Context: an optimization exercise on an open-source flow, tuned for small area. The choices shown serve that exercise and are no tape-out recipe.
At most, simulation tests tie the RTL to the original design; equivalence was not proved.
The RTL of run 5 was laid out without a check of its function.
No activity file was given, so power comes from the tool's default toggle rates.

<file path="flow/constraint.sdc">
create_clock -name core_clock -period 20.0 [get_ports {CLK}]
set_input_delay 4.0000 -clock core_clock [delete_from_list [all_inputs] [get_ports {CLK}]]
set_output_delay 4.0000 -clock core_clock [all_outputs]
set_load 0.01 [all_outputs]
</file>
<file path="flow/design.v">
`default_nettype none
package shooter_pkg;
	typedef logic [3:0] heading_t;    
	typedef logic [8:0] dist_t;       
	typedef logic [3:0] points_t;
	typedef logic [19:0] bcd_score_t;
	typedef enum logic [1:0] {
		WPN_SPREAD,    
		WPN_TRIPLE,    
		WPN_CANNON     
	} weapon_t;
	typedef enum logic [1:0] {
		EN_BRUTE,
		EN_RAIDER,
		EN_DART,
		EN_TITAN
	} enemy_t;
	typedef enum logic [2:0] {
		ST_IDLE,
		ST_FIRE,
		ST_SPAWN,
		ST_MOVE,
		ST_SWEEP,
		ST_DONE
	} step_state_t;
	localparam int SCORE_DIGITS = 5;
	localparam dist_t RANGE_AXIS = 9'd240;    
	localparam dist_t RANGE_DIAG = 9'd340;    
	localparam dist_t RANGE_SKEW = 9'd260;    
	localparam dist_t BREACH_DIST = 9'd15;
	localparam logic [15:0] SPAWN_SEED = 16'hace1;
endpackage
`default_nettype wire
`timescale 1ns/1ns
`default_nettype none
import shooter_pkg::*;
module pilot_controls
(
	input  logic     CLK,
	input  logic     RESET,
	input  logic     fire,             
	input  logic     rotate_cw,
	input  logic     rotate_ccw,
	input  logic     weapon_switch,
	input  logic     fire_take,        
	output shooter_pkg::heading_t heading,
	output logic [1:0]weapon,
	output logic     fire_pending
);
	logic [3:0] sync_a;       
	logic [3:0] sync_b;
	logic [3:0] sync_prev;    
	logic [3:0] press;
	always_ff @(posedge CLK) begin
		if (RESET) begin
			sync_a <= '1;           
			sync_b <= '1;
			sync_prev <= '1;
		end else begin
			sync_a <= {weapon_switch, rotate_ccw, rotate_cw, fire};
			sync_b <= sync_a;
			sync_prev <= sync_b;
		end
	end
	assign press = sync_prev & ~sync_b;    
	function automatic logic [1:0] next_weapon(logic [1:0] w);
		case (w)
			WPN_SPREAD: next_weapon = WPN_TRIPLE;
			WPN_TRIPLE: next_weapon = WPN_CANNON;
			default:    next_weapon = WPN_SPREAD;
		endcase
	endfunction
	always_ff @(posedge CLK) begin
		if (RESET) begin
			heading <= '0;
			weapon <= WPN_SPREAD;
			fire_pending <= 1'b0;
		end else begin
			heading <= heading + {3'd0, press[2]} - {3'd0, press[1]};
			if (press[3])
				weapon <= next_weapon(weapon);
			if (press[0])
				fire_pending <= 1'b1;    
			else if (fire_take)
				fire_pending <= 1'b0;
		end
	end
endmodule
`default_nettype wire
`timescale 1ns/1ns
`default_nettype none
module step_sequencer
(
	input  logic       CLK,
	input  logic       RESET,
	output logic [5:0] tick_cnt,
	output logic       started,      
	output logic       step_done
);
	always_ff @(posedge CLK) begin
		if (RESET) begin
			tick_cnt <= '0;
			started <= 1'b0;
		end else begin
			tick_cnt <= tick_cnt + 1'b1;
			if (tick_cnt == 6'd63)
				started <= 1'b1;
		end
	end
	assign step_done = started && (tick_cnt == 6'd23);
endmodule
`default_nettype wire
`timescale 1ns/1ns
`default_nettype none
module bullet_pool
(
	input  logic       CLK,
	input  logic [5:0] tick_cnt,
	input  logic       started,
	input  logic       fire_take,
	input  logic [1:0] weapon,
	input  logic [3:0] heading,
	input  logic       hit,
	output logic       probe_valid,
	output logic [3:0] probe_heading,
	output logic [8:0] probe_dist,
	output logic [1:0] probe_weapon
);
	localparam int NA = 16;
	localparam int NB = 4;
	logic [11:0] ring_a [NA];
	logic [11:0] ring_b [NB];
	logic [3:0] shot_head;
	logic [1:0] shot_wpn;
	logic [2:0] kidx;       
	logic       sweep;
	logic       in_b;
	logic [11:0] cur;
	logic [7:0] code;
	logic [3:0] head;
	logic       is_free;
	logic       fill;
	logic       leave;
	logic [7:0] pcode;
	logic [7:0] base;
	logic [6:0] n;
	logic [11:0] wr;
	function automatic logic [3:0] shot_ofs(logic [2:0] k);
		case (k)
			3'd0:    shot_ofs = 4'd2;
			3'd1:    shot_ofs = 4'd14;
			3'd2:    shot_ofs = 4'd1;
			3'd3:    shot_ofs = 4'd15;
			default: shot_ofs = 4'd0;
		endcase
	endfunction
	function automatic logic [2:0] first_shot(logic [1:0] w);
		case (w)
			2'd0:    first_shot = 3'd0;
			2'd1:    first_shot = 3'd2;
			default: first_shot = 3'd4;
		endcase
	endfunction
	function automatic logic [7:0] code_base(logic [1:0] w);
		case (w)
			2'd0:    code_base = 8'd0;
			2'd1:    code_base = 8'd49;
			default: code_base = 8'd117;
		endcase
	endfunction
	function automatic logic [1:0] code_wpn(logic [7:0] c);
		if (c >= 8'd118)
			code_wpn = 2'd2;
		else if (c >= 8'd50)
			code_wpn = 2'd1;
		else
			code_wpn = 2'd0;
	endfunction
	function automatic logic [7:0] last_code(logic [1:0] w, logic [3:0] h);
		logic [1:0] cls;    
		cls = (h[1:0] == 2'b00) ? 2'd0 : (!h[0]) ? 2'd1 : 2'd2;
		case ({w, cls})
			{2'd0, 2'd0}: last_code = 8'd35;
			{2'd0, 2'd1}: last_code = 8'd49;
			{2'd0, 2'd2}: last_code = 8'd38;
			{2'd1, 2'd0}: last_code = 8'd97;
			{2'd1, 2'd1}: last_code = 8'd117;
			{2'd1, 2'd2}: last_code = 8'd101;
			{2'd2, 2'd0}: last_code = 8'd177;
			{2'd2, 2'd1}: last_code = 8'd202;
			default:      last_code = 8'd182;
		endcase
	endfunction
	assign sweep = started && (tick_cnt >= 6'd3) && (tick_cnt <= 6'd22);
	assign in_b = (tick_cnt >= 6'd19);
	assign cur = in_b ? ring_b[0] : ring_a[0];
	assign code = cur[11:4];
	assign head = cur[3:0];
	assign is_free = (code == 8'd0);
	assign fill = is_free && (kidx < 3'd5);
	assign leave = (code == last_code(code_wpn(code), head));
	always_comb begin
		if (fill) begin
			probe_valid = 1'b1;
			probe_heading = shot_head + shot_ofs(kidx);
			pcode = code_base(shot_wpn) + 8'd1;
		end else begin
			probe_valid = !is_free && !leave;
			probe_heading = head;
			pcode = code + 8'd1;
		end
		probe_valid = probe_valid && sweep;
		probe_weapon = code_wpn(pcode);
		base = code_base(probe_weapon);
		n = 7'(pcode - base);
		case (probe_weapon)
			2'd0:    probe_dist = {n, 2'b00} + {n, 1'b0} + {2'b00, n};
			2'd1:    probe_dist = {n, 2'b00} + {2'b00, n};
			default: probe_dist = {n, 2'b00};
		endcase
	end
	always_comb begin
		wr = {(probe_valid && !hit) ? pcode : 8'd0, probe_heading};
	end
	always_ff @(posedge CLK) begin
		for (int i = 0; i < NA - 1; i++)
			ring_a[i] <= ring_a[i + 1];
		for (int i = 0; i < NB - 1; i++)
			ring_b[i] <= ring_b[i + 1];
		if (!started) begin
			ring_a[NA - 1] <= {8'd0, ring_a[0][3:0]};
			ring_b[NB - 1] <= {8'd0, ring_b[0][3:0]};
		end else begin
			ring_a[NA - 1] <= (sweep && !in_b) ? wr : ring_a[0];
			ring_b[NB - 1] <= (sweep && in_b) ? wr : ring_b[0];
		end
	end
	always_ff @(posedge CLK) begin
		if (started && tick_cnt == 6'd0) begin
			shot_head <= heading;
			shot_wpn <= weapon;
			kidx <= fire_take ? first_shot(weapon) : 3'd5;
		end else if (sweep && fill) begin
			kidx <= kidx + 3'd1;
		end
	end
endmodule
`default_nettype wire
`timescale 1ns/1ns
`default_nettype none
module enemy_pool
(
	input  logic       CLK,
	input  logic       RESET,
	input  logic [5:0] tick_cnt,
	input  logic       started,
	input  logic       probe_valid,
	input  logic [3:0] probe_heading,
	input  logic [8:0] probe_dist,
	input  logic [1:0] probe_weapon,
	output logic       hit,
	output logic       kill,
	output logic [1:0] kill_type
);
	localparam int N = 8;
	logic [17:0] ring [N];
	logic [15:0] lfsr;
	logic        spawned;
	logic [N-1:0] match;
	logic [N-1:0] sel;
	logic [4:0]   hcode;
	logic [3:0]   health;
	logic [3:0]   damage;
	logic [4:0]   newcode;
	logic [17:0]  wr;
	function automatic logic [1:0] code_type(logic [4:0] c);
		if (c[4])
			code_type = 2'd3;
		else if (!c[3])
			code_type = 2'd0;
		else if (!c[2])
			code_type = 2'd1;
		else
			code_type = 2'd2;
	endfunction
	function automatic logic [3:0] code_health(logic [4:0] c);
		if (c[4])
			code_health = c[3:0];
		else if (!c[3])
			code_health = {1'b0, c[2:0]};
		else
			code_health = {2'b00, c[1:0]};
	endfunction
	function automatic logic [4:0] spawn_code(logic [1:0] t);
		case (t)
			2'd0:    spawn_code = 5'b00110;
			2'd1:    spawn_code = 5'b01011;
			2'd2:    spawn_code = 5'b01110;
			default: spawn_code = 5'b11111;
		endcase
	endfunction
	function automatic logic [3:0] enemy_speed(logic [1:0] t);
		case (t)
			2'd0:    enemy_speed = 4'd3;
			2'd1:    enemy_speed = 4'd4;
			2'd2:    enemy_speed = 4'd5;
			default: enemy_speed = 4'd1;
		endcase
	endfunction
	function automatic logic [8:0] range_of(logic [3:0] h);
		if (h[1:0] == 2'b00)
			range_of = 9'd240;
		else if (!h[0])
			range_of = 9'd340;
		else
			range_of = 9'd260;
	endfunction
	always_comb begin
		logic [2:0] start;
		logic       found;
		start = 3'(-tick_cnt[2:0]);    
		for (int p = 0; p < N; p++)
			match[p] = probe_valid && (ring[p][17:13] != 5'd0) &&
				(ring[p][12:9] == probe_heading) && (ring[p][8:0] <= probe_dist);
		sel = '0;
		found = 1'b0;
		for (int j = 0; j < N; j++) begin
			logic [2:0] p;
			p = start + 3'(j);
			if (!found && match[p]) begin
				sel[p] = 1'b1;
				found = 1'b1;
			end
		end
		hit = found;
		hcode = '0;
		for (int p = 0; p < N; p++)
			if (sel[p])
				hcode = hcode | ring[p][17:13];
	end
	always_comb begin
		case (probe_weapon)
			2'd0:    damage = 4'd2;
			2'd1:    damage = 4'd3;
			default: damage = 4'd9;
		endcase
	end
	assign health = code_health(hcode);
	assign kill = hit && (damage >= health);
	assign kill_type = code_type(hcode);
	assign newcode = kill ? 5'd0 : 5'(hcode - {1'b0, damage});
	always_comb begin
		logic [4:0] c;
		logic [3:0] h;
		logic [8:0] d;
		c = ring[0][17:13];
		h = ring[0][12:9];
		d = ring[0][8:0];
		if (c == 5'd0 && !spawned) begin
			c = spawn_code(lfsr[5:4]);
			h = lfsr[3:0];
			d = range_of(lfsr[3:0]);
		end
		if (c != 5'd0) begin
			if (d < 9'd15)
				c = 5'd0;
			else
				d = d - {5'd0, enemy_speed(code_type(c))};
		end
		wr = {c, h, d};
	end
	logic pass;
	assign pass = (tick_cnt[5:3] == 3'd3);    
	always_ff @(posedge CLK) begin
		for (int p = 0; p < N - 1; p++) begin
			ring[p] <= ring[p + 1];
			if (sel[p + 1])
				ring[p][17:13] <= newcode;
		end
		if (sel[0])
			ring[N - 1] <= {newcode, ring[0][12:0]};
		else if (pass)
			ring[N - 1] <= wr;
		else if (!started && !tick_cnt[5])
			ring[N - 1] <= {5'd0, ring[0][12:0]};
		else
			ring[N - 1] <= ring[0];
	end
	always_ff @(posedge CLK) begin
		if (tick_cnt == 6'd23)
			spawned <= 1'b0;
		else if (pass && ring[0][17:13] == 5'd0)
			spawned <= 1'b1;
	end
	always_ff @(posedge CLK) begin
		if (RESET)
			lfsr <= 16'hace1;
		else if (tick_cnt == 6'd31)
			lfsr <= {lfsr[14:0], lfsr[15] ^ lfsr[13] ^ lfsr[12] ^ lfsr[10]};
	end
endmodule
`default_nettype wire
`timescale 1ns/1ns
`default_nettype none
module score_keeper
(
	input  logic        CLK,
	input  logic        RESET,
	input  logic        fire_take,
	input  logic        kill,
	input  logic [1:0]  kill_type,
	output logic [19:0] score_bcd
);
	logic [3:0] add_pts;
	logic [19:0] score_next;
	always_comb begin
		if (!kill)
			add_pts = 4'd1;
		else case (kill_type)
			2'd0: add_pts = 4'd6;
			2'd1: add_pts = 4'd3;
			2'd2: add_pts = 4'd2;
			default: add_pts = 4'd15;
		endcase
	end
	always_comb begin
		logic [4:0] carry;
		logic [4:0] sum;
		carry = {1'b0, add_pts};
		for (int d = 0; d < 5; d++) begin
			sum = {1'b0, score_bcd[4*d +: 4]} + carry;
			if (sum >= 5'd20) begin
				score_next[4*d +: 4] = 4'(sum - 5'd20);
				carry = 5'd2;
			end else if (sum >= 5'd10) begin
				score_next[4*d +: 4] = 4'(sum - 5'd10);
				carry = 5'd1;
			end else begin
				score_next[4*d +: 4] = sum[3:0];
				carry = 5'd0;
			end
		end
	end
	always_ff @(posedge CLK) begin
		if (RESET)
			score_bcd <= '0;
		else if (fire_take || kill)
			score_bcd <= score_next;
	end
endmodule
`default_nettype wire
`timescale 1ns/1ns
`default_nettype none
module shooter_top #(
	parameter int TICK_CYCLES = 64,
	parameter int BULLET_SLOTS = 20,
	parameter int ENEMY_SLOTS = 8
) (
	input  logic                   CLK,
	input  logic                   RESET,
	input  logic                   fire,
	input  logic                   rotate_cw,
	input  logic                   rotate_ccw,
	input  logic                   weapon_switch,
	output shooter_pkg::heading_t  heading,
	output logic [1:0] weapon,
	output shooter_pkg::bcd_score_t score_bcd,
	output logic                   kill,
	output logic [1:0]  kill_type,
	output logic                   step_done
);
	logic       fire_pending;
	logic       fire_take;
	logic [5:0] tick_cnt;
	logic       started;
	logic       probe_valid;
	logic [3:0] probe_heading;
	logic [8:0] probe_dist;
	logic [1:0] probe_weapon;
	logic       hit;
	pilot_controls u_pilot_controls (
		.CLK(CLK), .RESET(RESET),
		.fire(fire), .rotate_cw(rotate_cw), .rotate_ccw(rotate_ccw),
		.weapon_switch(weapon_switch), .fire_take(fire_take),
		.heading(heading), .weapon(weapon), .fire_pending(fire_pending)
	);
	step_sequencer u_step_sequencer (
		.CLK(CLK), .RESET(RESET),
		.tick_cnt(tick_cnt), .started(started), .step_done(step_done)
	);
	assign fire_take = started && (tick_cnt == 6'd0) && fire_pending;
	bullet_pool u_bullet_pool (
		.CLK(CLK), .tick_cnt(tick_cnt), .started(started),
		.fire_take(fire_take), .weapon(weapon), .heading(heading), .hit(hit),
		.probe_valid(probe_valid), .probe_heading(probe_heading),
		.probe_dist(probe_dist), .probe_weapon(probe_weapon)
	);
	enemy_pool u_enemy_pool (
		.CLK(CLK), .RESET(RESET), .tick_cnt(tick_cnt), .started(started),
		.probe_valid(probe_valid), .probe_heading(probe_heading),
		.probe_dist(probe_dist), .probe_weapon(probe_weapon),
		.hit(hit), .kill(kill), .kill_type(kill_type)
	);
	score_keeper u_score_keeper (
		.CLK(CLK), .RESET(RESET),
		.fire_take(fire_take), .kill(kill), .kill_type(kill_type),
		.score_bcd(score_bcd)
	);
endmodule
`default_nettype wire
</file>
<file path="flow/config.mk">
export PLATFORM = sky130hd
export DESIGN_NAME = shooter_top
export DESIGN_NICKNAME = shooter_top
export VERILOG_FILES = /design/flow/design.v
export SDC_FILE = /design/flow/constraint.sdc
export NUM_CORES = 4
export LEC_CHECK = 0
export CAP_MARGIN = 20
export CORE_MARGIN = 2
export CORE_UTILIZATION = 40
export SLEW_MARGIN = 20
</file>
<file path="flow/run.sh">
#!/bin/bash
# synth_recipe.tcl (not shown) runs the flow's synth.tcl, then flattens the netlist and writes it again
# the make line also repeats each setting of config.mk as NAME=value (left out here)
make -C /OpenROAD-flow-scripts/flow DESIGN_CONFIG=/design/flow/config.mk WORK_HOME=/design/flow/orfs CLKGATE_MAP_FILE= SYNTH_SCRIPT=/design/flow/synth_recipe.tcl finish
</file>
==> metrics.yaml, run 1 <==
hold_viol_final: 0
crit_arrival_ns: 19.65
r2r_end: "u_score_keeper.score_bcd[18]"
initial_utilization_pct: 40.3
finClkSkew_ns: 0.0259
port_buffers: 35
comb_power_share_pct: 7.5
worst_slack_ns: 0.842
slew_viol_final: 0
reg2reg_depth: 107
grt-ovfl-total: 0
ctsHoldBuffers: 0
end_kind: "register"
whs_ns: 0.322
antenna_found_initial: 0
routabilityCongestion: 0.945
synth-edff-count: 9
die_height_um: 228
antenna_cells: 0
p_int_uw: 1480
drt_iter0_markers: 1156
htree_levels: 2
rrSetupSlack_ns: 0.84
grt_max_degree: 76
cts_sinks: 456
p_switching_uw: 484
ys_seq_elements: 456
clkPwrFrac_pct: 45.1
tritoncts: "yes"
whs_endpoint: "u_bullet_pool.ring_a[12][5]"
cp_slowest_cell: "fa_2"
period_needed_ns: 19.16
antenna_left: 0
die_w_um: 228
worstMarginPinSlew_ns: 1.08
row_count: 82
cts_buffers: 48
p_sw_share_pct: 24.6
p_leak_uw: 0.0103
regArea_um2: 9220
drc: 0
power.density_nw_per_um2: 79.3
drive_above_1_share_pct: 21.8
die_area_um2: 52200
grt_pass1_vias: 15400
multiInputGateArea_um2: 11000
syn_to_final_growth_pct: 22.8
firstDrtPassIters: 5
synth.avg_cell_area_um2: 9.85
crit_type: "reg -> reg"
nFillCells: 4556
synth_area_um2: 20200
netlist_instances: 2046
wl_per_cell_um: 19.1
crit_fanout: 7
place_hpwl_um: 40500
slew_headroom_pct: 27.5
required_ns: 20.49
hold_depth: 0
yosysSeqAreaShare_pct: 45.7
worstSetupStartpointType: "register"
cts.reportedPaths.clkPinSlew_ns: 0.06
peakVddDrop_mv: 0.0948
fin_crit_sh_pct: 95.8
fin_setup_tns_ns: 0
final_nets: 2392
utilization_pct: 49.5
seq_power_share_pct: 47.4
slowest_delay_ns: 0.60
r2r_start: "u_step_sequencer.tick_cnt[1]"
grt_pass1_wl_um: 85900
vias: 15900
wl_um: 56000
outcome: "finished clean"
core_area_um2: 50000
hp-start: "u_bullet_pool.ring_a[13][5]"
post-place-ws_ns: -0.607
clk_latency_ns: 0.61
cts.path.max_buffers: 3
worstHoldPathType: "reg -> reg"
synth_nets: 2213
io_pins: 36
synth_cell_types: 101
async_reset_ff_share_pct: 0
via_per_inst: 5.41
cts_root_buffer: "clkbuf_16"
synthFlopType: "dfxtp_1"
grt.total_usage_pct: 20.7
yosys_warnings: 8
drv_cap: 0
finalSetupViolCount: 0
max_freq_ghz: 0.0522
power groups by stage:
stage               combinational [µW]  clock, µW  sequential, µW
CTS                                134        904             929
finish                             147        886             930
floorplan                         88.7          0             947
global placement                   132          0             949
global route                       158        946             930
detailed placement                 131          0             949
per-layer routing:
| metal | up-vias | track usage [%] | wire length (µm) |
|---|---|---|---|
| met5 | - | 0 | 0 |
| met4 | 0 | 8.05 | 1850 |
| met3 | 111 | 3.88 | 2890 |
| met2 | 425 | 33.9 | 26000 |
| met1 | 7636 | 27.0 | 25200 |
| li1 | 7708 | - | - |
cells in the mapped netlist, drive strengths merged (14+ instances only):
master | n | share of area, %
a211o | 14 | 0.61
a211oi | 15 | 0.67
a21o | 18 | 0.67
a21oi | 89 | 2.3
a22oi | 15 | 0.56
and2 | 30 | 0.93
and3 | 15 | 0.47
buf | 20 | 0.52
clkbuf | 54 | 1.0
dfxtp | 447 | 44
fa | 14 | 1.4
ha | 147 | 9.1
inv | 109 | 2.0
mux2 | 55 | 3.1
mux2i | 27 | 1.5
nand2 | 185 | 3.4
nand2b | 17 | 0.53
nand3 | 43 | 1.1
nand4 | 32 | 0.99
nor2 | 100 | 1.9
nor2b | 39 | 1.2
nor3 | 45 | 1.1
nor3b | 15 | 0.56
nor4 | 17 | 0.63
o21a | 17 | 0.63
o21ai | 119 | 3.0
o31ai | 18 | 0.75
or2 | 24 | 0.74
or3 | 21 | 0.65
xnor2 | 48 | 2.1
xor2 | 29 | 1.3
sequential cells by signal, indices dropped and copies added (netlist names), 2 cells and up:
name	flops
u_bullet_pool.ring_b	48
u_pilot_controls.sync_prev	4
u_pilot_controls.weapon	2
u_pilot_controls.sync_b	4
u_pilot_controls.heading	4
u_score_keeper.score_bcd	20
u_bullet_pool.shot_head	4
u_enemy_pool.ring	144
u_bullet_pool.ring_a	192
u_enemy_pool.lfsr	16
u_pilot_controls.sync_a	4
u_bullet_pool.shot_wpn	2
u_step_sequencer.tick_cnt	6
u_bullet_pool.kidx	3
what timing repair did:
item / CTS / global route
gates resized for setup: 23 / 153
setup endpoints to repair: 3 / 6
setup buffers: 4 / 51
hold endpoints to repair: 0 / 0
gates cloned: 0 / 0
pin swaps: 5 / 96
metrics by stage:
| stage | cell area [µm²] | power, µW | std cells |
|---|---|---|---|
| 2_1_floorplan | 20200 | 1040 | 2046 |
| 3_3_place_gp | 22000 | 1080 | 2792 |
| 3_5_place_dp | 22000 | 1080 | 2792 |
| 4_1_cts | 23700 | 1970 | 2885 |
| 5_1_grt | 24800 | 2030 | 2936 |
| 6_report | 24800 | 1960 | 2936 |
cells by family after synthesis:
logic type               Yosys count  synth area share [%]
XOR/XNOR                          78                  3.46
AO/OA/AOI/OAI                    454                  15.7
multiplexers                      84                  4.76
flip-flops                       456                  45.7
adder cells (fa/ha/maj)          163                  10.6
buffers and inverters            185                  3.59
AND/OR/NAND/NOR                  626                  16.1
worst max-delay path, delay by kind of cell (launching register included):
kind / cells / cell delay, ns
xor gates and xnor gates: 6 / 1.02
adders and majority gates: 22 / 5.74
buffers and inverters: 18 / 1.89
and+or+nand+nor: 33 / 4.93
DFF: 1 / 0.34
AOI/OAI and AO/OA: 26 / 4.46
muxes: 2 / 0.62
cells in the final DEF, fill, tap and decap left out, drive strengths merged, types with 27 or more instances in the layout:
| cell type | netlist | final |
|---|---|---|
| o21ai | 119 | 119 |
| inv | 109 | 111 |
| mux2i | 27 | 27 |
| clkbuf | 54 | 63 |
| xnor2 | 48 | 48 |
| mux2 | 55 | 55 |
| nand3 | 43 | 43 |
| nand2 | 185 | 185 |
| xor2 | 29 | 29 |
| nand4 | 32 | 32 |
| clkdlybuf4s50 | 0 | 34 |
| and2 | 30 | 30 |
| nor2 | 100 | 100 |
| dfxtp | 447 | 447 |
| nor3 | 45 | 45 |
| ha | 147 | 147 |
| nor2b | 39 | 39 |
| buf | 20 | 169 |
| a21oi | 89 | 89 |
worst max-delay path by stage:
stage,start,to,slack (ns),cells past startpoint
after CTS,u_step_sequencer.tick_cnt[1],u_score_keeper.score_bcd[18],0.01,106
after global routing,u_step_sequencer.tick_cnt[1],u_score_keeper.score_bcd[18],-0.24,105
after detailed placement,u_step_sequencer.tick_cnt[0],u_score_keeper.score_bcd[18],-0.61,107
final,u_step_sequencer.tick_cnt[1],u_score_keeper.score_bcd[18],0.84,107
after floorplan,u_step_sequencer.tick_cnt[0],u_score_keeper.score_bcd[18],0.04,108
after global placement,u_step_sequencer.tick_cnt[0],u_score_keeper.score_bcd[18],0.02,106
cell type report:
class	instances	share of cell area (%)
multi-input combinational	1405	44.5
sequential	456	37.3
timing repair buffer	203	6.63
clock buffer	63	5.36
tap	672	3.40
inverter	111	1.70
clock inverter	26	1.14
==> run 2: changes to the inputs <==
--- a/flow/design.v
+++ b/flow/design.v
@@ -130,2 +130,3 @@
 	localparam int NB = 4;
+	localparam logic [7:0] DOOMED = 8'd64;
 	logic [11:0] ring_a [NA];
@@ -135,13 +136,10 @@
 	logic [2:0] kidx;       
-	logic       sweep;
-	logic       in_b;
+	logic        sweep;
+	logic        in_b;
 	logic [11:0] cur;
-	logic [7:0] code;
-	logic [3:0] head;
-	logic       is_free;
-	logic       fill;
-	logic       leave;
-	logic [7:0] pcode;
-	logic [7:0] base;
-	logic [6:0] n;
+	logic [7:0]  code;
+	logic        fill;
+	logic [7:0]  pcode;
+	logic        last;
+	logic [7:0]  ncode;
 	logic [11:0] wr;
@@ -163,7 +161,7 @@
 	endfunction
-	function automatic logic [7:0] code_base(logic [1:0] w);
+	function automatic logic [7:0] first_code(logic [1:0] w);
 		case (w)
-			2'd0:    code_base = 8'd0;
-			2'd1:    code_base = 8'd49;
-			default: code_base = 8'd117;
+			2'd0:    first_code = 8'd1;
+			2'd1:    first_code = 8'd65;
+			default: first_code = 8'd161;
 		endcase
@@ -171,5 +169,5 @@
 	function automatic logic [1:0] code_wpn(logic [7:0] c);
-		if (c >= 8'd118)
+		if (c[7] && (c[6] || c[5]))
 			code_wpn = 2'd2;
-		else if (c >= 8'd50)
+		else if (c[7] || c[6])
 			code_wpn = 2'd1;
@@ -178,2 +176,9 @@
 	endfunction
+	function automatic logic [8:0] code_dist(logic [7:0] c);
+		case (code_wpn(c))
+			2'd0:    code_dist = 9'(7 * {3'd0, c[5:0]});
+			2'd1:    code_dist = 9'(5 * {1'b0, c} + 192);
+			default: code_dist = 9'({c[6:0], 2'b00} + 9'd384);
+		endcase
+	endfunction
 	function automatic logic [7:0] last_code(logic [1:0] w, logic [3:0] h);
@@ -185,8 +190,8 @@
 			{2'd0, 2'd2}: last_code = 8'd38;
-			{2'd1, 2'd0}: last_code = 8'd97;
-			{2'd1, 2'd1}: last_code = 8'd117;
-			{2'd1, 2'd2}: last_code = 8'd101;
-			{2'd2, 2'd0}: last_code = 8'd177;
-			{2'd2, 2'd1}: last_code = 8'd202;
-			default:      last_code = 8'd182;
+			{2'd1, 2'd0}: last_code = 8'd112;
+			{2'd1, 2'd1}: last_code = 8'd132;
+			{2'd1, 2'd2}: last_code = 8'd116;
+			{2'd2, 2'd0}: last_code = 8'd220;
+			{2'd2, 2'd1}: last_code = 8'd245;
+			default:      last_code = 8'd225;
 		endcase
@@ -197,29 +202,19 @@
 	assign code = cur[11:4];
-	assign head = cur[3:0];
-	assign is_free = (code == 8'd0);
-	assign fill = is_free && (kidx < 3'd5);
-	assign leave = (code == last_code(code_wpn(code), head));
+	assign fill = (code == 8'd0) && (kidx < 3'd5);
 	always_comb begin
 		if (fill) begin
-			probe_valid = 1'b1;
+			probe_valid = sweep;
 			probe_heading = shot_head + shot_ofs(kidx);
-			pcode = code_base(shot_wpn) + 8'd1;
+			pcode = first_code(shot_wpn);
 		end else begin
-			probe_valid = !is_free && !leave;
-			probe_heading = head;
-			pcode = code + 8'd1;
+			probe_valid = sweep && (code != 8'd0) && (code != DOOMED);
+			probe_heading = cur[3:0];
+			pcode = code;
 		end
-		probe_valid = probe_valid && sweep;
 		probe_weapon = code_wpn(pcode);
-		base = code_base(probe_weapon);
-		n = 7'(pcode - base);
-		case (probe_weapon)
-			2'd0:    probe_dist = {n, 2'b00} + {n, 1'b0} + {2'b00, n};
-			2'd1:    probe_dist = {n, 2'b00} + {2'b00, n};
-			default: probe_dist = {n, 2'b00};
-		endcase
-	end
-	always_comb begin
-		wr = {(probe_valid && !hit) ? pcode : 8'd0, probe_heading};
+		probe_dist = code_dist(pcode);
 	end
+	assign last = (pcode == last_code(probe_weapon, probe_heading));
+	assign ncode = last ? DOOMED : pcode + 8'd1;
+	assign wr = {(probe_valid && !hit) ? ncode : 8'd0, probe_heading};
 	always_ff @(posedge CLK) begin
@@ -317,2 +312,9 @@
 	endfunction
+	function automatic logic le9(logic [8:0] a, logic [8:0] b);
+		logic gt;
+		gt = 1'b0;
+		for (int i = 0; i < 9; i++)
+			gt = (a[i] & ~b[i]) | (a[i] & gt) | (~b[i] & gt);
+		le9 = ~gt;
+	endfunction
 	always_comb begin
@@ -323,12 +325,16 @@
 			match[p] = probe_valid && (ring[p][17:13] != 5'd0) &&
-				(ring[p][12:9] == probe_heading) && (ring[p][8:0] <= probe_dist);
-		sel = '0;
-		found = 1'b0;
-		for (int j = 0; j < N; j++) begin
-			logic [2:0] p;
-			p = start + 3'(j);
-			if (!found && match[p]) begin
-				sel[p] = 1'b1;
-				found = 1'b1;
+				(ring[p][12:9] == probe_heading) && le9(ring[p][8:0], probe_dist);
+		begin
+			logic [N-1:0] hi;
+			logic [N-1:0] pick;
+			for (int i = 0; i < N; i++)
+				hi[i] = match[i] && (3'(i) >= start);
+			pick = (hi != '0) ? hi : match;
+			for (int i = 0; i < N; i++) begin
+				sel[i] = pick[i];
+				for (int j = 0; j < i; j++)
+					if (pick[j])
+						sel[i] = 1'b0;
 			end
+			found = (match != '0);
 		end
@@ -352,2 +358,3 @@
 	always_comb begin
+		logic       spawn;
 		logic [4:0] c;
@@ -355,17 +362,7 @@
 		logic [8:0] d;
-		c = ring[0][17:13];
-		h = ring[0][12:9];
-		d = ring[0][8:0];
-		if (c == 5'd0 && !spawned) begin
-			c = spawn_code(lfsr[5:4]);
-			h = lfsr[3:0];
-			d = range_of(lfsr[3:0]);
-		end
-		if (c != 5'd0) begin
-			if (d < 9'd15)
-				c = 5'd0;
-			else
-				d = d - {5'd0, enemy_speed(code_type(c))};
-		end
-		wr = {c, h, d};
+		spawn = (ring[0][17:13] == 5'd0) && !spawned;
+		c = spawn ? spawn_code(lfsr[5:4]) : ring[0][17:13];
+		h = spawn ? lfsr[3:0] : ring[0][12:9];
+		d = spawn ? range_of(lfsr[3:0]) : ring[0][8:0];
+		wr = {(d < 9'd15) ? 5'd0 : c, h, 9'(d - {5'd0, enemy_speed(code_type(c))})};
 	end
@@ -413,30 +410,45 @@
 );
-	logic [3:0] add_pts;
+	logic [3:0] add_units;
+	logic       add_tens;
+	logic [4:0] s0;
+	logic [4:0] s1;
+	logic       c0;
+	logic       c1;
+	logic [3:0] d0;
+	logic [3:0] d1;
 	logic [19:0] score_next;
 	always_comb begin
-		if (!kill)
-			add_pts = 4'd1;
-		else case (kill_type)
-			2'd0: add_pts = 4'd6;
-			2'd1: add_pts = 4'd3;
-			2'd2: add_pts = 4'd2;
-			default: add_pts = 4'd15;
-		endcase
+		add_tens = 1'b0;
+		if (kill) begin
+			case (kill_type)
+				2'd0: add_units = 4'd6;
+				2'd1: add_units = 4'd3;
+				2'd2: add_units = 4'd2;
+				default: begin
+					add_units = 4'd5;
+					add_tens = 1'b1;
+				end
+			endcase
+		end else begin
+			add_units = {3'd0, fire_take};
+		end
 	end
+	assign s0 = {1'b0, score_bcd[3:0]} + {1'b0, add_units};
+	assign c0 = (s0 >= 5'd10);
+	assign d0 = c0 ? 4'(s0 - 5'd10) : s0[3:0];
+	assign s1 = {1'b0, score_bcd[7:4]} + {4'd0, add_tens} + {4'd0, c0};
+	assign c1 = (s1 >= 5'd10);
+	assign d1 = c1 ? 4'(s1 - 5'd10) : s1[3:0];
 	always_comb begin
-		logic [4:0] carry;
-		logic [4:0] sum;
-		carry = {1'b0, add_pts};
-		for (int d = 0; d < 5; d++) begin
-			sum = {1'b0, score_bcd[4*d +: 4]} + carry;
-			if (sum >= 5'd20) begin
-				score_next[4*d +: 4] = 4'(sum - 5'd20);
-				carry = 5'd2;
-			end else if (sum >= 5'd10) begin
-				score_next[4*d +: 4] = 4'(sum - 5'd10);
-				carry = 5'd1;
-			end else begin
-				score_next[4*d +: 4] = sum[3:0];
-				carry = 5'd0;
-			end
+		logic carry;
+		carry = c1;
+		score_next[7:0] = {d1, d0};
+		for (int d = 2; d < 5; d++) begin
+			if (!carry)
+				score_next[4*d +: 4] = score_bcd[4*d +: 4];
+			else if (score_bcd[4*d +: 4] == 4'd9)
+				score_next[4*d +: 4] = 4'd0;
+			else
+				score_next[4*d +: 4] = score_bcd[4*d +: 4] + 4'd1;
+			carry = carry && (score_bcd[4*d +: 4] == 4'd9);
 		end
@@ -446,3 +458,3 @@
 			score_bcd <= '0;
-		else if (fire_take || kill)
+		else
 			score_bcd <= score_next;
--- a/flow/config.mk
+++ b/flow/config.mk
@@ -9,3 +9,6 @@
 export CORE_MARGIN = 2
-export CORE_UTILIZATION = 40
+export CORE_UTILIZATION = 60
+export CTS_BUF_LIST = sky130_fd_sc_hd__clkbuf_16
+export CTS_CLUSTER_DIAMETER = 50
+export CTS_CLUSTER_SIZE = 30
 export SLEW_MARGIN = 20
==> run 2 against run 1 <==
Net effect:
- clock-buffer cell count down 22
- clock power down 13%
- worst hold slack worse by 0.011 ns
- core utilization up 19 points
- still clean
==> metrics.yaml, run 2 <==
outcome: "finished clean"
cts_buffers: 38  # -21%
worstHoldPathType: "reg -> reg"
synthFlopType: "dfxtp_1"
p_switching_uw: 395  # -18%
regMostFlops: "u_bullet_pool.ring_a"
die_w_um: 173  # -24%
tritoncts: "yes"
ctsHoldBuffers: 0  # unchanged
cts_root_buffer: "clkbuf_16"
crit_family: "simple AND/OR/NAND/NOR gates"
drc: 0  # unchanged
synth-edff-count: 9  # unchanged
slowest_delay_ns: 0.69  # +0.09 ns
r2r_start: "u_step_sequencer.tick_cnt[0]"
crit_arrival_ns: 15.98  # -3.67 ns
cts.reportedPaths.clkPinSlew_ns: 0.09  # +0.03 ns
wl_um: 37600  # -33%
initial_utilization_pct: 61.3  # +21 points
antenna_found_initial: 0  # unchanged
wl_per_cell_um: 18.0  # -5.5%
drt_iter0_markers: 965  # -17%
io_pins: 36  # unchanged
netlist_instances: 1647  # -20%
cts.path.max_buffers: 3  # unchanged
firstDrtPassIters: 6  # +1
place_hpwl_um: 26900  # -34%
routabilityCongestion: 0.930  # -1.5%
whs_endpoint: "u_bullet_pool.ring_a[6][5]"
drv_cap: 0  # unchanged
synth_commonest_cells: "dfxtp_1, nand2_1, nor2_1"
finalSetupViolCount: 0  # unchanged
placed_area_um2: 17900  # -19%
peakVddDrop_mv: 0.0621  # -34%
core_area_um2: 28000  # -44%
end_kind: "register"
final_nets: 1759  # -26%
path_buf_inv: 5  # -13
stdcell_area_um2: 19200  # -22%
final_cell_mix: "dfxtp_1, nand2_1, nor2_1"
port_buffers: 35  # unchanged
vias: 12000  # -24%
ctsResizeCount: 0  # -100%
async_reset_ff_share_pct: 0  # unchanged
cp_slowest_cell: "mux2i_1"
r2r_end: "u_score_keeper.score_bcd[19]"
yosys_warnings: 8  # unchanged
grt_max_degree: 63  # -17%
power.density_nw_per_um2: 89.9  # +13%
seq_power_share_pct: 53.7  # +6.3 points
clk_latency_ns: 0.55  # -0.06 ns
worstSetupStartpointType: "register"
htree_levels: 2  # unchanged
yosys.area.top_type_share_pct: 52.1  # +7.7 points
synth_cell_types: 97  # -4.0%
crit_type: "reg -> reg"
cpMostUsedCell: "ha_1"
p_int_uw: 1330  # -10%
ys_seq_elements: 456  # unchanged
hp-start: "u_bullet_pool.ring_a[7][5]"
required_ns: 20.45  # -0.04 ns
cts_sinks: 456  # unchanged
cts_setup_buffers: 0  # -4
synth_most_common_cell: "dfxtp_1"
reg2reg_depth: 58  # -46%
crit_fanout: 14  # +7
final_common_cell: "dfxtp_1"
grt_pass1_vias: 11300  # -27%
syn_to_final_growth_pct: 11.8
row_count: 61  # -26%
finClkSkew_ns: 0.0348  # +0.00898 ns
worstMarginPinSlew_ns: 1.03  # -0.0513 ns
die_height_um: 173  # -24%
fin_crit_sh_pct: 77.6  # -18 points
grt-ovfl-total: 0  # unchanged
hold_viol_final: 0  # unchanged
reg_top3: "u_bullet_pool.ring_a: 192 flops, u_enemy_pool.ring: 144 flops, u_bullet_pool.ring_b: 48 flops"
fin_setup_tns_ns: 0  # unchanged
antenna_left: 0  # unchanged
max_freq_ghz: 0.0644  # +23%
synth.largest_area_cell: "dfxtp_1"
synth.avg_cell_area_um2: 10.4  # +5.9%
p_leak_uw: 0.00792  # -23%
via_per_inst: 5.75  # +6.4%
grt_pass1_wl_um: 60700  # -29%
p_sw_share_pct: 22.9  # -1.8 points
slew_viol_final: 0  # unchanged
grt.total_usage_pct: 25.0  # +4.3 points
synth_area_um2: 17200  # -15%
ys_top_cells_by_area: "dfxtp_1, ha_1, mux2_2, nand2_1, a21oi_1"
largest_reg_flops: 192  # unchanged
die_area_um2: 30000  # -43%
slew_headroom_pct: 31.2  # +3.7 points
hold_depth: 0  # unchanged
clkPwrFrac_pct: 44.5  # -0.6 points
drive_above_1_share_pct: 10.4  # -11 points
yosysSeqAreaShare_pct: 53.7  # +7.9 points
period_needed_ns: 15.53  # -3.63 ns
rsz0062_at_grt: "false"
synth_nets: 1726  # -22%
comb_power_share_pct: 1.9  # -5.6 points
rrSetupSlack_ns: 4.47  # +3.63 ns
antenna_cells: 0  # unchanged
run 2: changes by cell type in the layout (fill, tap and decap cells not counted), sizes merged, moves of 11 or more:
cell    previous run  this run
buf              169        11
ha               147        58
a211o             14         2
inv              111        88
nand2            185       130
nand3             43        32
o21ai            119        81
nor3              45        27
nand4             32        16
o21a              17         6
clkbuf            63        41
nand2b            17         5
run 2: power by group through the flow:
stage,combinational (µW),clock [µW],sequential (µW)
4_1_cts,32.7,782,926
3_3_place_gp,32.3,0,947
6_report,32.6,767,926
2_1_floorplan,23.5,0,944
5_1_grt,36.5,818,927
3_5_place_dp,32.5,0,947
run 2: worst reg2reg max path, delay by kind of cell (launching register included):
kind | cells | cell delay [ns]
AOI/OAI and AO/OA | 20 | 4.26
xor gates and xnor gates | 3 | 0.59
adders and majority gates | 12 | 3.79
buffers and inverters | 5 | 0.80
DFF | 1 | 0.37
muxes | 2 | 1.05
and+or+nand+nor | 16 | 4.60
run 2: worst max path at each step:
stage | from | end | cells past startpoint
final | u_step_sequencer.tick_cnt[0] | u_score_keeper.score_bcd[19] | 58
after global routing | u_step_sequencer.tick_cnt[0] | u_score_keeper.score_bcd[19] | 53
after CTS | u_step_sequencer.tick_cnt[0] | u_score_keeper.score_bcd[19] | 58
after detailed placement | u_step_sequencer.tick_cnt[0] | u_score_keeper.score_bcd[19] | 58
after global placement | u_step_sequencer.tick_cnt[0] | u_score_keeper.score_bcd[19] | 57
after floorplan | u_step_sequencer.tick_cnt[0] | u_score_keeper.score_bcd[19] | 60
run 2: metrics by stage:
stage | util, % | std cells | worst slack [ns] | hold WS [ns] | power (µW)
final | 68.5 | 2087 | 4.47 | 0.311 | 1730
after global routing | 68.5 | 2087 | 2.99 | 0.310 | 1780
after CTS | 68.5 | 2087 | 4.58 | 0.309 | 1740
after detailed placement | 63.8 | 2018 | 4.69 | 0.312 | 979
after global placement | 63.8 | 2018 | 5.36 | 0.310 | 979
after floorplan | - | 1647 | 6.56 | 0.310 | 967
run 2: kinds of logic after synthesis:
kind of cell    count (synthesis)  share of synthesized area, %
compound gates                366                          14.7
mux                            75                          4.75
simple gates                  471                          13.8
buf+inv                       127                          2.92
xor+xnor                       74                          3.86
flops                         456                          53.7
fa+ha+maj                      78                          6.26
run 2: area by class of cell:
| cell class | count | area (µm²) |
|---|---|---|
| clock buffer | 41 | 1030 |
| clock inverter | 28 | 310 |
| fill | 2180 | 8810 |
| inverter | 75 | 283 |
| multi-input combinational | 1064 | 7470 |
| sequential | 456 | 9220 |
| tap | 378 | 473 |
| timing repair buffer | 45 | 420 |
run 2: layer usage:
layer	up-vias	GRT usage, %	share of wire (%)
met5	-	0	0
met4	0	7.66	2.8
met3	68	4.21	5.8
met2	395	37.7	43
met1	5659	36.7	49
li1	5885	-	-
==> run 3: changes to the inputs <==
--- a/flow/config.mk
+++ b/flow/config.mk
@@ -10,5 +10,5 @@
 export CORE_UTILIZATION = 60
-export CTS_BUF_LIST = sky130_fd_sc_hd__clkbuf_16
+export CTS_BUF_LIST = sky130_fd_sc_hd__clkbuf_8
 export CTS_CLUSTER_DIAMETER = 50
-export CTS_CLUSTER_SIZE = 30
+export CTS_CLUSTER_SIZE = 20
 export SLEW_MARGIN = 20
==> run 3 against run 2 <==
Net effect:
- die area is the same
- critical endpoint unchanged
- register-to-register slack improved by 0.03 ns
- setup slack improved by 0.032 ns
- design area shrank 2.6%
- via count shrank 0.44%
- sequential share of layout area is 1.3 points higher
- total power down 13%
- largest cell class unchanged
- still clean
==> metrics.yaml, run 3 <==
outcome: "finished clean"
grt_max_degree: 63  # unchanged
worstMarginPinSlew_ns: 1.04  # +0.00709 ns
ys_seq_elements: 456  # unchanged
required_ns: 20.48  # +0.03 ns
rrSetupSlack_ns: 4.51  # +0.03 ns
final_common_cell: "dfxtp_1"
async_reset_ff_share_pct: 0  # unchanged
period_needed_ns: 15.49  # -0.0316 ns
yosys_warnings: 8  # unchanged
grt_use_met1_pct: 36.6  # -0.098 points
peakVddDrop_mv: 0.0582  # -6.2%
crit_type: "reg -> reg"
synth_most_common_cell: "dfxtp_1"
drc: 0  # unchanged
wl_um: 37100  # -1.2%
dp.cells: 2018  # unchanged
r2r_start: "u_step_sequencer.tick_cnt[0]"
htree_levels: 2  # unchanged
regMostFlops: "u_bullet_pool.ring_a"
crit_end: "u_score_keeper.score_bcd[19]"
finClkSkew_ns: 0.0311  # -0.00378 ns
crit_fanout: 14  # unchanged
hold_viol_final: 0  # unchanged
critPathLaunch: "u_step_sequencer.tick_cnt[0]"
synthFlopType: "dfxtp_1"
synth_fa_ha_area_share_pct: 6.26  # unchanged
cpMostUsedCell: "ha_1"
grt_busiest_layer: "met1"
slew_headroom_pct: 30.7  # -0.47 points
port_buffers: 35  # unchanged
synth_commonest_cells: "dfxtp_1, nand2_1, nor2_1"
die_area_um2: 30000  # unchanged
max_freq_ghz: 0.0645  # +0.20%
use_met2_pct: 36.5  # -1.2 points
fin_crit_sh_pct: 77.5  # -0.16 points
synthSimpleGateAreaFrac_pct: 13.8  # unchanged
grt_pass1_vias: 11100  # -1.3%
largest_reg_flops: 192  # unchanged
io_pins: 36  # unchanged
syn_to_final_growth_pct: 8.82
final_cell_mix: "dfxtp_1, nand2_1, nor2_1"
cts.path.max_buffers: 3  # unchanged
fin_setup_tns_ns: 0  # unchanged
synth_nets: 1726  # unchanged
cts_buffers: 40  # +5.3%
synth-edff-count: 9  # unchanged
cts_setup_buffers: 0  # unchanged
firstDrtPassIters: 6  # unchanged
rsz0062_at_grt: "false"
worstSetupStartpointType: "register"
synthMuxAreaShare_pct: 4.75  # unchanged
cp_slowest_cell: "mux2i_1"
routabilityCongestion: 0.930  # unchanged
r2r_end: "u_score_keeper.score_bcd[19]"
reg_top3: "u_bullet_pool.ring_a: 192 flops, u_enemy_pool.ring: 144 flops, u_bullet_pool.ring_b: 48 flops"
via_per_inst: 5.74  # -0.30%
initial_utilization_pct: 61.3  # unchanged
grt_pass1_wl_um: 59700  # -1.6%
synth_cell_types: 97  # unchanged
antenna_found_initial: 0  # unchanged
drt_iter0_markers: 1049  # +8.7%
vias: 12000  # -0.44%
slew_viol_final: 0  # unchanged
tritoncts: "yes"
place_hpwl_um: 26900  # unchanged
cts_sinks: 456  # unchanged
slowest_delay_ns: 0.68  # about the same
antenna_left: 0  # unchanged
grt-ovfl-total: 0  # unchanged
ys_top_cells_by_area: "dfxtp_1, ha_1, mux2_2, nand2_1, a21oi_1"
ctsHoldBuffers: 0  # unchanged
p_leak_uw: 0.00769  # -2.9%
antenna_cells: 0  # unchanged
die_height_um: 173  # unchanged
yosys.area.top_type_share_pct: 52.1  # unchanged
netlist_instances: 1647  # unchanged
instances_no_fill: 2084  # -0.14%
synth_area_um2: 17200  # unchanged
grt_use_met3_pct: 3.66  # -0.55 points
hp-start: "u_bullet_pool.ring_b[3][8]"
core_area_um2: 28000  # unchanged
worstHoldPathType: "reg -> reg"
drv_cap: 0  # unchanged
yosysSeqAreaShare_pct: 53.7  # unchanged
clk_latency_ns: 0.57  # +0.02 ns
row_count: 61  # unchanged
cts.reportedPaths.clkPinSlew_ns: 0.11  # +0.02 ns
synth-xor-area-share_pct: 3.86  # unchanged
synth.largest_area_cell: "dfxtp_1"
synth_top_family_by_area: "compound AO/OA/AOI/OAI gates"
end_kind: "register"
crit_arrival_ns: 15.97  # about the same
drive_above_1_share_pct: 10.3  # -0.16 points
synth_compound_area_share_pct: 14.7  # unchanged
grt.total_usage_pct: 24.5  # -0.45 points
power.density_nw_per_um2: 80.3  # -11%
synth.avg_cell_area_um2: 10.4  # unchanged
reg2reg_depth: 58  # unchanged
ctsResizeCount: 0  # unchanged
wl_per_cell_um: 17.8  # -1.1%
die_w_um: 173  # unchanged
finalSetupViolCount: 0  # unchanged
final_nets: 1761  # +0.11%
cts_root_buffer: "clkbuf_8"
[run 3: cell families after synthesis]
logic type	after synthesis
fa+ha+maj	78
mux	75
simple gates	471
flops	456
xor+xnor	74
buf+inv	127
compound gates	366
[run 3: routing by layer]
layer  vias to the layer above  share of wire [%]
li1                       5884                  -
met1                      5604                 49
met2                       398                 42
met3                        68                6.1
met4                         0                2.8
met5                         -                  0
[run 3: final cells by class]
| cell class | instances | area [µm²] |
|---|---|---|
| Fill cell | 2254 | 9320 |
| Sequential cell | 456 | 9220 |
| Multi-Input combinational cell | 1064 | 7470 |
| Clock buffer | 44 | 606 |
| Tap cell | 378 | 473 |
| Timing Repair Buffer | 45 | 420 |
| Inverter | 75 | 283 |
| Clock inverter | 22 | 226 |
[run 3: power by group]
group          total (µW)  switching (µW)  leakage [µW]  internal [µW]
Clock                 542             322      0.000424            220
Combinational        32.7            17.6       0.00358           15.1
Sequential            926            8.54       0.00369            917
Total                1500             348       0.00769           1150
[run 3: critical path, delay by kind of cell, from the launching register on]
kind | cells | cell delay, ns
AOI/OAI and AO/OA | 20 | 4.31
buffers and inverters | 5 | 0.84
xor gates and xnor gates | 3 | 0.59
and+or+nand+nor | 16 | 4.50
muxes | 2 | 1.03
DFF | 1 | 0.38
adders and majority gates | 12 | 3.75
[run 3: worst min path at each step]
stage,to,slack (ns),cells after the start
final,u_bullet_pool.ring_b[2][8],0.31,0
after global routing,u_bullet_pool.ring_b[2][8],0.32,0
after CTS,u_bullet_pool.ring_b[1][5],0.32,0
after detailed placement,u_bullet_pool.ring_a[2][8],0.31,0
after global placement,u_bullet_pool.ring_b[0][3],0.31,0
after floorplan,u_bullet_pool.ring_a[0][0],0.31,0
[run 3: per-stage QoR]
step | worst slack [ns] | util (%) | hold slack, ns | area, µm² | total power [µW]
2_1_floorplan | 6.56 | - | 0.310 | 17200 | 967
3_3_place_gp | 5.36 | 63.8 | 0.310 | 17900 | 979
3_5_place_dp | 4.69 | 63.8 | 0.312 | 17900 | 979
4_1_cts | 4.62 | 66.7 | 0.317 | 18700 | 1510
5_1_grt | 3.06 | 66.7 | 0.315 | 18700 | 1550
6_report | 4.51 | 66.7 | 0.310 | 18700 | 1500
==> run 4: changes to the inputs <==
--- a/flow/config.mk
+++ b/flow/config.mk
@@ -9,6 +9,3 @@
 export CORE_MARGIN = 2
-export CORE_UTILIZATION = 60
-export CTS_BUF_LIST = sky130_fd_sc_hd__clkbuf_8
-export CTS_CLUSTER_DIAMETER = 50
-export CTS_CLUSTER_SIZE = 20
+export CORE_UTILIZATION = 40
 export SLEW_MARGIN = 20
==> run 4 against run 3 <==
Net effect:
- combinational power up 2%
- highest routed layer unchanged
- total power up 24%
- clock power up 65%
- wire length up 4.8%
- fmax up 0.13%
- synthesized area unchanged
- global-route usage down 6.8 points
- still clean
- largest power group unchanged
- design area up 5.2%
- clock skew down 0.00087 ns
==> metrics.yaml, run 4 <==
clkPwrFrac_pct: 48.3  # +12 points
grt_pass1_wl_um: 62300  # +4.4%
hp-start: "u_bullet_pool.ring_b[2][7]"
final_nets: 1767  # +0.34%
routabilityCongestion: 0.888  # -4.5%
synth.avg_cell_area_um2: 10.4  # unchanged
ctsResizeCount: 0  # unchanged
worstSetupStartpointType: "register"
crit_arrival_ns: 15.95  # -0.02 ns
grt-ovfl-total: 0  # unchanged
comb_power_share_pct: 1.8  # -0.4 points
cts_sinks: 456  # unchanged
synth_commonest_cells: "dfxtp_1, nand2_1, nor2_1"
slowest_delay_ns: 0.68  # about the same
outcome: "finished clean"
synth-xor-area-share_pct: 3.86  # unchanged
fin_setup_tns_ns: 0  # unchanged
tritoncts: "yes"
antenna_found_initial: 0  # unchanged
io_pins: 36  # unchanged
wl_um: 38900  # +4.8%
reg_top3: "u_bullet_pool.ring_a: 192 flops, u_enemy_pool.ring: 144 flops, u_bullet_pool.ring_b: 48 flops"
finalSetupViolCount: 0  # unchanged
antenna_cells: 0  # unchanged
die_area_um2: 44600  # +49%
synth.largest_area_cell: "dfxtp_1"
via_per_inst: 5.33  # -7.1%
rsz0062_at_grt: "false"
row_count: 75  # +23%
cts_buffers: 46  # +15%
p_int_uw: 1470  # +28%
rrSetupSlack_ns: 4.53  # +0.02 ns
p_switching_uw: 380  # +9.4%
cpMostUsedCell: "ha_1"
hold_viol_final: 0  # unchanged
ys_top_cells_by_area: "dfxtp_1, ha_1, mux2_2, nand2_1, a21oi_1"
p_sw_share_pct: 20.5  # -2.7 points
critPathLaunch: "u_step_sequencer.tick_cnt[0]"
largest_reg_flops: 192  # unchanged
firstDrtPassIters: 6  # unchanged
final_common_cell: "dfxtp_1"
yosys_warnings: 8  # unchanged
cts_root_buffer: "clkbuf_16"
grt.total_usage_pct: 17.7  # -6.8 points
cts.path.max_buffers: 3  # unchanged
grt_max_degree: 63  # unchanged
hold_depth: 0  # unchanged
die_w_um: 211  # +22%
synthMuxAreaShare_pct: 4.75  # unchanged
synth_cell_types: 97  # unchanged
clk_latency_ns: 0.58  # about the same
drt_iter0_markers: 767  # -27%
yosys.area.top_type_share_pct: 52.1  # unchanged
ctsHoldBuffers: 0  # unchanged
cts_setup_buffers: 0  # unchanged
period_needed_ns: 15.47  # -0.0197 ns
syn_to_final_growth_pct: 14.5
synthSimpleGateAreaFrac_pct: 13.8  # unchanged
fin_crit_sh_pct: 77.4  # -0.099 points
drive_above_1_share_pct: 10.9  # +0.60 points
worstHoldPathType: "reg -> reg"
required_ns: 20.47  # about the same
crit_fanout: 14  # unchanged
synth-edff-count: 9  # unchanged
synth_nets: 1726  # unchanged
seq_power_share_pct: 49.9  # -12 points
die_height_um: 211  # +22%
antenna_left: 0  # unchanged
synthFlopType: "dfxtp_1"
htree_levels: 2  # unchanged
cts.reportedPaths.clkPinSlew_ns: 0.07  # -0.04 ns
async_reset_ff_share_pct: 0  # unchanged
regMostFlops: "u_bullet_pool.ring_a"
slew_headroom_pct: 26.3  # -4.4 points
drv_cap: 0  # unchanged
synth_fa_ha_area_share_pct: 6.26  # unchanged
max_freq_ghz: 0.0646  # +0.13%
crit_type: "reg -> reg"
grt_pass1_vias: 11600  # +3.7%
p_leak_uw: 0.00805  # +4.6%
netlist_instances: 1647  # unchanged
slew_viol_final: 0  # unchanged
core_area_um2: 42100  # +50%
place_hpwl_um: 27800  # +3.5%
vias: 12100  # +0.82%
synth_most_common_cell: "dfxtp_1"
wl_per_cell_um: 17.2  # -3.4%
initial_utilization_pct: 40.8  # -21 points
synth_top_family_by_area: "compound AO/OA/AOI/OAI gates"
finClkSkew_ns: 0.0302  # -0.000872 ns
r2r_start: "u_step_sequencer.tick_cnt[0]"
peakVddDrop_mv: 0.0939  # +61%
r2r_end: "u_score_keeper.score_bcd[19]"
worstMarginPinSlew_ns: 1.10  # +0.0651 ns
synth_compound_area_share_pct: 14.7  # unchanged
synth_area_um2: 17200  # unchanged
instances_no_fill: 2262  # +8.5%
yosysSeqAreaShare_pct: 53.7  # unchanged
reg2reg_depth: 57  # -1.7%
whs_endpoint: "u_bullet_pool.ring_b[1][7]"
end_kind: "register"
cp_slowest_cell: "mux2i_1"
drc: 0  # unchanged
final_cell_mix: "dfxtp_1, nand2_1, nor2_1"
power.density_nw_per_um2: 94.3  # +18%
dp.cells: 2179  # +8.0%
ys_seq_elements: 456  # unchanged
port_buffers: 35  # unchanged
==> run 4: cell counts after synthesis <==
Identical to the previous run, type by type.
==> run 4: layer usage <==
| layer | track usage, % | vias up | share of wire, % |
|---|---|---|---|
| met1 | 25.2 | 5757 | 48 |
| met5 | 0 | - | 0 |
| met4 | 7.80 | 0 | 3.4 |
| met3 | 3.14 | 69 | 5.9 |
| li1 | - | 5912 | - |
| met2 | 26.2 | 314 | 43 |
==> run 4: critical path, delay by kind of cell, from the launching register on <==
| family | cells | cell delay [ns] |
|---|---|---|
| AOI/OAI and AO/OA | 19 | 4.32 |
| xor gates and xnor gates | 3 | 0.58 |
| adders and majority gates | 12 | 3.76 |
| buffers and inverters | 5 | 0.81 |
| DFF | 1 | 0.36 |
| muxes | 2 | 1.03 |
| and+or+nand+nor | 16 | 4.51 |
==> run 4: power by group through the flow <==
stage | clock, µW | sequential [µW] | combinational (µW)
floorplan | 0 | 944 | 23.5
global placement | 0 | 946 | 32.8
detailed placement | 0 | 946 | 33.1
CTS | 921 | 926 | 33.4
global route | 957 | 927 | 36.9
finish | 896 | 926 | 33.2
==> run 4: worst max path at each step <==
stage                                    to  slack (ns)
3_3_place_gp   u_score_keeper.score_bcd[19]        5.19
6_report       u_score_keeper.score_bcd[19]        4.53
5_1_grt        u_score_keeper.score_bcd[19]        3.24
4_1_cts        u_score_keeper.score_bcd[19]        4.57
2_1_floorplan  u_score_keeper.score_bcd[19]        6.56
3_5_place_dp   u_score_keeper.score_bcd[19]        4.63
==> run 4: cell families after synthesis <==
family,Yosys count
muxes,75
DFF,456
adders and majority gates,78
xor gates and xnor gates,74
AOI/OAI and AO/OA,366
and+or+nand+nor,471
buffers and inverters,127
==> run 4: cell type report <==
cell class | count | area, µm²
clock buffer | 62 | 1310
sequential | 456 | 9220
fill | 3899 | 22500
tap | 539 | 674
multi-input combinational | 1064 | 7460
clock inverter | 21 | 295
inverter | 75 | 283
timing repair buffer | 45 | 420
==> run 4: stage by stage <==
step	util [%]	hold WS, ns	total power [µW]	instance area (µm²)	setup slack (ns)
after floorplan	-	0.310	967	17200	6.56
after global placement	42.9	0.310	979	18100	5.19
after detailed placement	42.9	0.312	979	18100	4.63
after CTS	46.7	0.316	1880	19700	4.57
after global routing	46.7	0.317	1920	19700	3.24
final	46.7	0.308	1860	19700	4.53
==> run 5: changes to the inputs <==
--- a/flow/design.v
+++ b/flow/design.v
@@ -183,16 +183,9 @@
 	endfunction
-	function automatic logic [7:0] last_code(logic [1:0] w, logic [3:0] h);
-		logic [1:0] cls;    
-		cls = (h[1:0] == 2'b00) ? 2'd0 : (!h[0]) ? 2'd1 : 2'd2;
-		case ({w, cls})
-			{2'd0, 2'd0}: last_code = 8'd35;
-			{2'd0, 2'd1}: last_code = 8'd49;
-			{2'd0, 2'd2}: last_code = 8'd38;
-			{2'd1, 2'd0}: last_code = 8'd112;
-			{2'd1, 2'd1}: last_code = 8'd132;
-			{2'd1, 2'd2}: last_code = 8'd116;
-			{2'd2, 2'd0}: last_code = 8'd220;
-			{2'd2, 2'd1}: last_code = 8'd245;
-			default:      last_code = 8'd225;
-		endcase
+	function automatic logic [8:0] range_of(logic [3:0] h);
+		if (h[1:0] == 2'b00)
+			range_of = 9'd240;
+		else if (!h[0])
+			range_of = 9'd340;
+		else
+			range_of = 9'd260;
 	endfunction
@@ -216,3 +209,3 @@
 	end
-	assign last = (pcode == last_code(probe_weapon, probe_heading));
+	assign last = (probe_dist >= range_of(probe_heading));
 	assign ncode = last ? DOOMED : pcode + 8'd1;
--- a/flow/config.mk
+++ b/flow/config.mk
@@ -9,3 +9,6 @@
 export CORE_MARGIN = 2
-export CORE_UTILIZATION = 40
+export CORE_UTILIZATION = 60
+export CTS_BUF_LIST = sky130_fd_sc_hd__clkbuf_8
+export CTS_CLUSTER_DIAMETER = 50
+export CTS_CLUSTER_SIZE = 20
 export SLEW_MARGIN = 20
==> run 5 against run 4 <==
Net effect:
- largest cell class unchanged
- combinational power grew 39%
- total power down 16%
- design area decreased by 5.5%
- critical path depth decreased by 4
- global-route usage increased by 6.7 points
- largest power group unchanged
- critical path type unchanged
- critical endpoint unchanged
- fmax increased by 1.9%
- sequential power about the same
- clock power shrank 35%
- via count decreased by 4.8%
- still clean
- worst hold slack gained 0.019 ns
==> metrics.yaml, run 5 <==
outcome: "finished clean"
yosys.area.top_type_share_pct: 52.3  # +0.25 points
grt_max_degree: 63  # unchanged
final_cell_mix: "dfxtp_1, nand2_1, nor2_1"
reg2reg_depth: 53  # -7.0%
clk_latency_ns: 0.58  # about the same
power.density_nw_per_um2: 83.6  # -11%
htree_levels: 2  # unchanged
hold_viol_final: 0  # unchanged
peakVddDrop_mv: 0.0481  # -49%
max_freq_ghz: 0.0658  # +1.9%
synth-edff-count: 9  # unchanged
ctsHoldBuffers: 0  # unchanged
stdcell_area_um2: 18600  # -5.5%
synth_cell_types: 110  # +13%
via_per_inst: 5.72  # +7.3%
worstMarginPinSlew_ns: 1.02  # -0.0875 ns
synth_most_common_cell: "dfxtp_1"
fin_setup_tns_ns: 0  # unchanged
utilization_pct: 66.5  # +20 points
hold_depth: 0  # unchanged
cts.reportedPaths.clkPinSlew_ns: 0.11  # +0.04 ns
place_hpwl_um: 26300  # -5.4%
cts_sinks: 456  # unchanged
syn_to_final_growth_pct: 8.69
cts.path.max_buffers: 3  # unchanged
netlist_instances: 1578  # -4.2%
vias: 11500  # -4.8%
final_common_cell: "dfxtp_1"
die_w_um: 173  # -18%
placed_area_um2: 17700  # -2.1%
cpMostUsedCell: "ha_1"
whs_endpoint: "u_bullet_pool.ring_a[0][8]"
hp-start: "u_bullet_pool.ring_a[1][8]"
crit_cells: 53  # -7.0%
crit_type: "reg -> reg"
largest_reg_flops: 192  # unchanged
wl_per_cell_um: 18.1  # +5.3%
drc: 0  # unchanged
worstSetupStartpointType: "register"
rsz0062_at_grt: "false"
grt.total_usage_pct: 24.4  # +6.7 points
ys_top_cells_by_area: "dfxtp_1, ha_1, mux2_2, xnor2_1, a21oi_1"
worstHoldPathType: "reg -> reg"
rrSetupSlack_ns: 4.81  # +0.28 ns
grt_pass1_vias: 11100  # -4.0%
end_kind: "register"
cts_buffers: 38  # -17%
row_count: 61  # -19%
finClkSkew_ns: 0.0385  # +0.00834 ns
ys_seq_elements: 456  # unchanged
crit_fanout: 24  # +10
core_area_um2: 27900  # -34%
synth.largest_area_cell: "dfxtp_1"
required_ns: 20.49  # +0.02 ns
yosysSeqAreaShare_pct: 53.9  # +0.26 points
synth_nets: 1664  # -3.6%
port_buffers: 35  # unchanged
total_power_uw: 1550  # -16%
synthFlopType: "dfxtp_1"
slew_headroom_pct: 32.0  # +5.7 points
fin_crit_sh_pct: 76.0  # -1.4 points
grt_pass1_wl_um: 59200  # -5.1%
antenna_left: 0  # unchanged
routabilityCongestion: 0.927  # +4.4%
antenna_cells: 0  # unchanged
crit_arrival_ns: 15.68  # -0.27 ns
cts_setup_buffers: 0  # unchanged
wl_um: 36400  # -6.5%
io_pins: 36  # unchanged
synth.avg_cell_area_um2: 10.8  # +3.9%
cp_slowest_cell: "o21ai_2"
drt_iter0_markers: 861  # +12%
slew_viol_final: 0  # unchanged
drv_cap: 0  # unchanged
reg_top3: "u_bullet_pool.ring_a: 192 flops, u_enemy_pool.ring: 144 flops, u_bullet_pool.ring_b: 48 flops"
finalSetupViolCount: 0  # unchanged
p_leak_uw: 0.00770  # -4.3%
r2r_end: "u_score_keeper.score_bcd[19]"
firstDrtPassIters: 5  # -1
path_buf_inv: 4  # -1
grt-ovfl-total: 0  # unchanged
crit_family: "compound AO/OA/AOI/OAI gates"
async_reset_ff_share_pct: 0  # unchanged
initial_utilization_pct: 61.2  # +20 points
die_area_um2: 29900  # -33%
slowest_delay_ns: 0.75  # +0.07 ns
period_needed_ns: 15.19  # -0.283 ns
r2r_start: "u_step_sequencer.tick_cnt[0]"
drive_above_1_share_pct: 10.3  # -0.54 points
synth_area_um2: 17100  # -0.48%
worst_slack_ns: 4.81  # +0.283 ns
ctsResizeCount: 0  # unchanged
antenna_found_initial: 0  # unchanged
regMostFlops: "u_bullet_pool.ring_a"
yosys_warnings: 8  # unchanged
tritoncts: "yes"
final_nets: 1690  # -4.4%
post-place-ws_ns: 5.10  # +0.473 ns
synth_commonest_cells: "dfxtp_1, nand2_1, nor2_1"
die_height_um: 173  # -18%
cts_root_buffer: "clkbuf_8"
-- run 5: cell types whose count changed after synthesis, sizes merged, moves of 10 or more --
cell	before	now
nand2	130	96
and2	26	15
mux2i	26	16
o21ai	81	63
nand3	32	49
nor2	104	93
-- run 5: layer usage --
layer / global-route usage, % / vias to the layer above / wire (µm)
met2: 38.7 / 300 / 16400
li1: - / 5636 / -
met4: 6.85 / 0 / 764
met3: 3.72 / 53 / 1710
met1: 35.0 / 5487 / 17500
met5: 0 / - / 0
-- run 5: how the worst max path moves through the flow --
stage	start	endpoint	slack, ns
after floorplan	u_step_sequencer.tick_cnt[0]	u_score_keeper.score_bcd[19]	7.28
after global placement	u_step_sequencer.tick_cnt[0]	u_score_keeper.score_bcd[19]	5.69
after CTS	u_step_sequencer.tick_cnt[0]	u_score_keeper.score_bcd[19]	4.97
after detailed placement	u_step_sequencer.tick_cnt[0]	u_score_keeper.score_bcd[19]	5.10
final	u_step_sequencer.tick_cnt[0]	u_score_keeper.score_bcd[19]	4.81
after global routing	u_step_sequencer.tick_cnt[0]	u_score_keeper.score_bcd[19]	3.44
-- run 5: layout make-up --
type,instances,area (µm²)
timing repair buffer,39,375
tap,378,473
multi-input combinational,988,7320
inverter,81,304
fill,2208,9350
clock buffer,40,551
clock inverter,25,344
sequential,456,9220
-- run 5: worst reg2reg max path, delay by kind of cell, from the launching register on --
| kind | cells | cell delay (ns) |
|---|---|---|
| AOI/OAI and AO/OA | 16 | 4.70 |
| and+or+nand+nor | 17 | 4.47 |
| DFF | 1 | 0.37 |
| muxes | 2 | 0.77 |
| adders and majority gates | 12 | 3.79 |
| buffers and inverters | 4 | 0.53 |
| xor gates and xnor gates | 2 | 0.47 |
-- run 5: kinds of logic after synthesis --
family | synth area share (%)
flops | 53.9
simple gates | 13.0
compound gates | 14.9
buf+inv | 3.28
fa+ha+maj | 7.00
xor+xnor | 3.73
mux | 4.22
-- run 5: power by group --
part	internal [µW]	switching, µW
clock	249	330
sequential	918	9.93
combinational	20.7	25.3
-- run 5: per-stage QoR --
step | hold slack [ns] | cells
after floorplan | 0.310 | 1578
after global placement | 0.310 | 1942
after detailed placement | 0.312 | 1942
after CTS | 0.327 | 2007
after global routing | 0.332 | 2007
final | 0.327 | 2007

re-timing with driven ports:
In the flow no input, the clock included, has a driving cell. The finished layouts below were timed again as built, in two steps. Step 1 assumes that a clkbuf_16 drives the clock port and a buf_2 every other input. Step 2 times the ports against the registers' clock, not the clock port: input delays grow and output delays shrink by t, the midpoint of the rising clock arrivals with the driver on. a / b / c = no drivers / after step 1 / after step 2; a / b = the first two.
run	t (ns)	setup WS [ns]	worst hold slack (ns)	worst slew at a driven data input, ns	pins driven straight from the clock port
run 1	0.656	0.842 / 0.842 / 0.842	0.322 / 0.322 / 0.322	0.03	1
run 2	0.585	4.474 / 4.474 / 4.474	0.311 / 0.311 / 0.311	0.03	1
run 3	0.603	4.505 / 4.505 / 4.505	0.310 / 0.310 / 0.310	0.03	1
run 4	0.614	4.525 / 4.525 / 4.525	0.308 / 0.308 / 0.308	0.03	1
run 5	0.612	4.808 / 4.808 / 4.808	0.327 / 0.327 / 0.327	0.04	1
After both steps setup and hold are still met in every run listed.
